This design comes from an exercise in tuning for small area, a short achievable clock period and few clock cycles on the open sky130 flow, not from production work.
The RTL was checked by simulation tests, not by an equivalence proof against the original design.

## mandel_render_top
module mandel_render_top #(
	parameter int SCREEN_W = 64,
	parameter int SCREEN_H = 48,
	parameter int MAX_ITER = 256,
	parameter int NUM_LANES = 2,
	parameter fixed_point_pkg::fixed_t BASE_STEP = 27'sd393216,
	parameter int ZOOM_MAX = 8
) (
	input  logic clk,
	input  logic reset,
	input  logic zoom_in_i,
	input  logic zoom_out_i,
	input  logic pan_left_i,
	input  logic pan_right_i,
	input  logic pan_up_i,
	input  logic pan_down_i,
	output logic psel_o,
	output logic penable_o,
	output logic pwrite_o,
	output logic [18:0] paddr_o,
	output logic [7:0] pwdata_o,
	input  logic pready_i,
	output logic frame_done_o
);
	logic [5:0] cmd_raw;
	logic [5:0] cmd_q;
	logic any_cmd_q;
	logic rst_q;
	logic init_q;
	logic flush;
	logic block;
	fixed_point_pkg::fixed_t step;
	fixed_point_pkg::fixed_t pan_re;
	fixed_point_pkg::fixed_t pan_im;
	logic push;
	render_pkg::pixel_addr_t push_addr;
	render_pkg::iter_t push_count;
	logic push_esc;
	logic credit_nx;
	logic take;
	logic bus_quiet;
	logic engine_idle;
	render_pkg::pixel_addr_t paddr;
	logic complete;
	assign cmd_raw = {zoom_in_i, zoom_out_i, pan_left_i, pan_right_i, pan_up_i, pan_down_i};
	always_ff @(posedge clk) begin
		rst_q <= reset;
		if (reset) begin
			cmd_q <= '0;
			init_q <= 1'b0;
		end else begin
			cmd_q <= cmd_raw;
			init_q <= rst_q || (|cmd_q);
		end
	end
	assign any_cmd_q = |cmd_q;
	assign flush = rst_q || any_cmd_q;
	assign block = |cmd_raw;
	view_control view_control_i (
		.clk(clk),
		.rst(rst_q),
		.cmd_i(cmd_q),
		.step_o(step),
		.pan_re_o(pan_re),
		.pan_im_o(pan_im)
	);
	scan_lane scan_lane_i (
		.clk(clk),
		.rst(rst_q),
		.restart_i(any_cmd_q),
		.init_i(init_q),
		.step_i(step),
		.pan_re_i(pan_re),
		.pan_im_i(pan_im),
		.push_o(push),
		.addr_o(push_addr),
		.count_o(push_count),
		.esc_o(push_esc),
  ...
Size: about 6600 cells after synthesis, ~1100 flip-flops, about 40 I/O pins, roughly 69000 µm² of cells after synthesis.
Settings: LEC_CHECK=0, CAP_MARGIN=65, CORE_MARGIN=2, CORE_UTILIZATION=40, CTS_CLUSTER_DIAMETER=100, CTS_CLUSTER_SIZE=24, SLEW_MARGIN=65; clock period 15.0 ns.
run.sh (not shown) runs the stock make flow with config.mk's settings and CLKGATE_MAP_FILE= SYNTH_SCRIPT=/design/flow/synth_recipe.tcl, a recipe that flattens the netlist after the stock synthesis.
Testbench counts at the start, summed over its fixed seeds: cycles 3,488,163.
Then changed:
--- a/flow/design.v
+++ b/flow/design.v
@@ -3562,39 +3562,40 @@
 		.p0(s2_p0), .p1(s2_p1),
 		.cim(s2_ci[26:1]),
 		.zi25(s2_zi25),
 		.q0(q0), .q1(q1)
 	);
 	assign zi_sum = render_pkg::ks_add27({1'b0, q0}, {1'b0, q1}, s2_cp);
 	assign zi_new = {zi_sum[25:0], s2_ci[0]};
-	fixed_point_pkg::fixed_t x_zi;
-	assign x_zi = s2_load ? gen_ci : zi_new;
 	assign take = s2_load && !restart_i;
 	assign take_o = take;
 	always_ff @(posedge clk) begin
 		if (rst || restart_i)
 			s0_run <= 1'b0;
 		else
 			s0_run <= s2_run || s2_load;
 		if (s2_load) begin
 			s0_zr <= gen_cr;
+			s0_zi <= gen_ci;
+			s0_bc <= booth_ctl(gen_ci);
 			s0_cr <= gen_cr;
 			s0_ci <= gen_ci;
 			s0_n <= 9'd1;
+			s0_sv <= {gen_cr[25:0], gen_ci[25:0]};
 			s0_addr <= gen_addr;
 		end else begin
 			s0_zr <= zr_new;
+			s0_zi <= zi_new;
+			s0_bc <= booth_ctl(zi_new);
 			s0_cr <= s2_cr;
 			s0_ci <= s2_ci;
 			s0_n <= s2_n;
+			s0_sv <= s2_sv;
 			s0_addr <= s2_addr;
 		end
-		s0_zi <= x_zi;
-		s0_bc <= booth_ctl(x_zi);
-		s0_sv <= s2_sv;
 	end
 	assign idle_o = !gen_left && !s0_run && !s1_run && !s2_run;
 endmodule
 `timescale 1ns/100ps
 module view_control (
 	input  logic clk,
 	input  logic rst,
@@ -3652,15 +3653,15 @@
 	output logic penable_o,
 	output render_pkg::pixel_addr_t paddr_o,
 	output render_pkg::color_t pwdata_o,
 	input  logic pready_i
 );
 	localparam int AW = $clog2(DEPTH);
 	render_pkg::pixel_addr_t addr_q [DEPTH];
-	logic [8:2] count_q [DEPTH];
+	render_pkg::iter_t count_q [DEPTH];
 	logic esc_q [DEPTH];
 	render_pkg::iter_t head_count;
 	render_pkg::color_t head_color;
 	logic [AW-1:0] rd_q;
 	logic [AW-1:0] wr_q;
 	logic [DEPTH-1:0] valid_q;
 	logic [AW:0] credits_q;
@@ -3685,15 +3686,15 @@
 		if (flush_i) begin
 			rd_q <= '0;
 			wr_q <= '0;
 			valid_q <= '0;
 		end else begin
 			if (!valid_q[wr_q]) begin
 				addr_q[wr_q] <= addr_i;
-				count_q[wr_q] <= count_i[8:2];
+				count_q[wr_q] <= count_i;
 				esc_q[wr_q] <= esc_i;
 			end
 			if (push_i)
 				wr_q <= wr_q + 1'b1;
 			if (pop)
 				rd_q <= rd_q + 1'b1;
 			for (int k = 0; k < DEPTH; k++) begin
@@ -3720,15 +3721,15 @@
 			setup_q <= 1'b0;
 		end else if (!idle_q && pready_i) begin
 			psel_o <= 1'b0;
 			penable_o <= 1'b0;
 			idle_q <= 1'b1;
 		end
 	end
-	assign head_count = {count_q[rd_q], 2'b00};
+	assign head_count = count_q[rd_q];
 	assign head_color = (esc_q[rd_q] && !head_count[8]) ?
 		render_pkg::escape_color(head_count) : 8'h00;
 	always_ff @(posedge clk) begin
 		if (bus_free) begin
 			paddr_o <= addr_q[rd_q];
 			pwdata_o <= head_color;
 		end
Result: Die area increases by about 1.4%; setup slack is worse by 0.0044 ns; hold slack is worse by 0.0091 ns; sequential share of layout area decreases by 0.54 points.
Testbench counts after the change, summed over its fixed seeds: cycles 3,488,163.

==> static timing again, ports no longer ideal <==
In the flow no input, the clock included, has a driving cell. The finished layouts below were timed again as built, in two steps. Step 1 (the two cells are an assumption about what drives the block):
set clk [get_ports {clk}]
set_driving_cell -lib_cell sky130_fd_sc_hd__clkbuf_16 $clk
set_driving_cell -lib_cell sky130_fd_sc_hd__buf_2 [delete_from_list [all_inputs] $clk]
Step 2 adds t to the input delays and takes it off the output delays; t is the mean of the earliest and latest rising clock arrival at the registers after step 1. Input paths then give back, and output paths get back, about the clock's delay inside the block. a / b / c = no drivers / after step 1 / after step 2; a / b = the first two.
| run | t, ns | setup WS [ns] | worst register clock-pin slew, ns | cell pins on the clock port's net |
|---|---|---|---|---|
| the first run | 0.801 | 10.225 / 10.225 / 10.134 | 0.11 / 0.11 | 1 |
| the second run | 0.802 | 10.220 / 10.145 / 10.141 | 0.10 / 0.10 | 1 |
After both steps setup and hold are still met in every run listed. The setup slack of the first run, which loses most, moves by 0.000 ns with the drivers and by -0.091 ns with both steps.
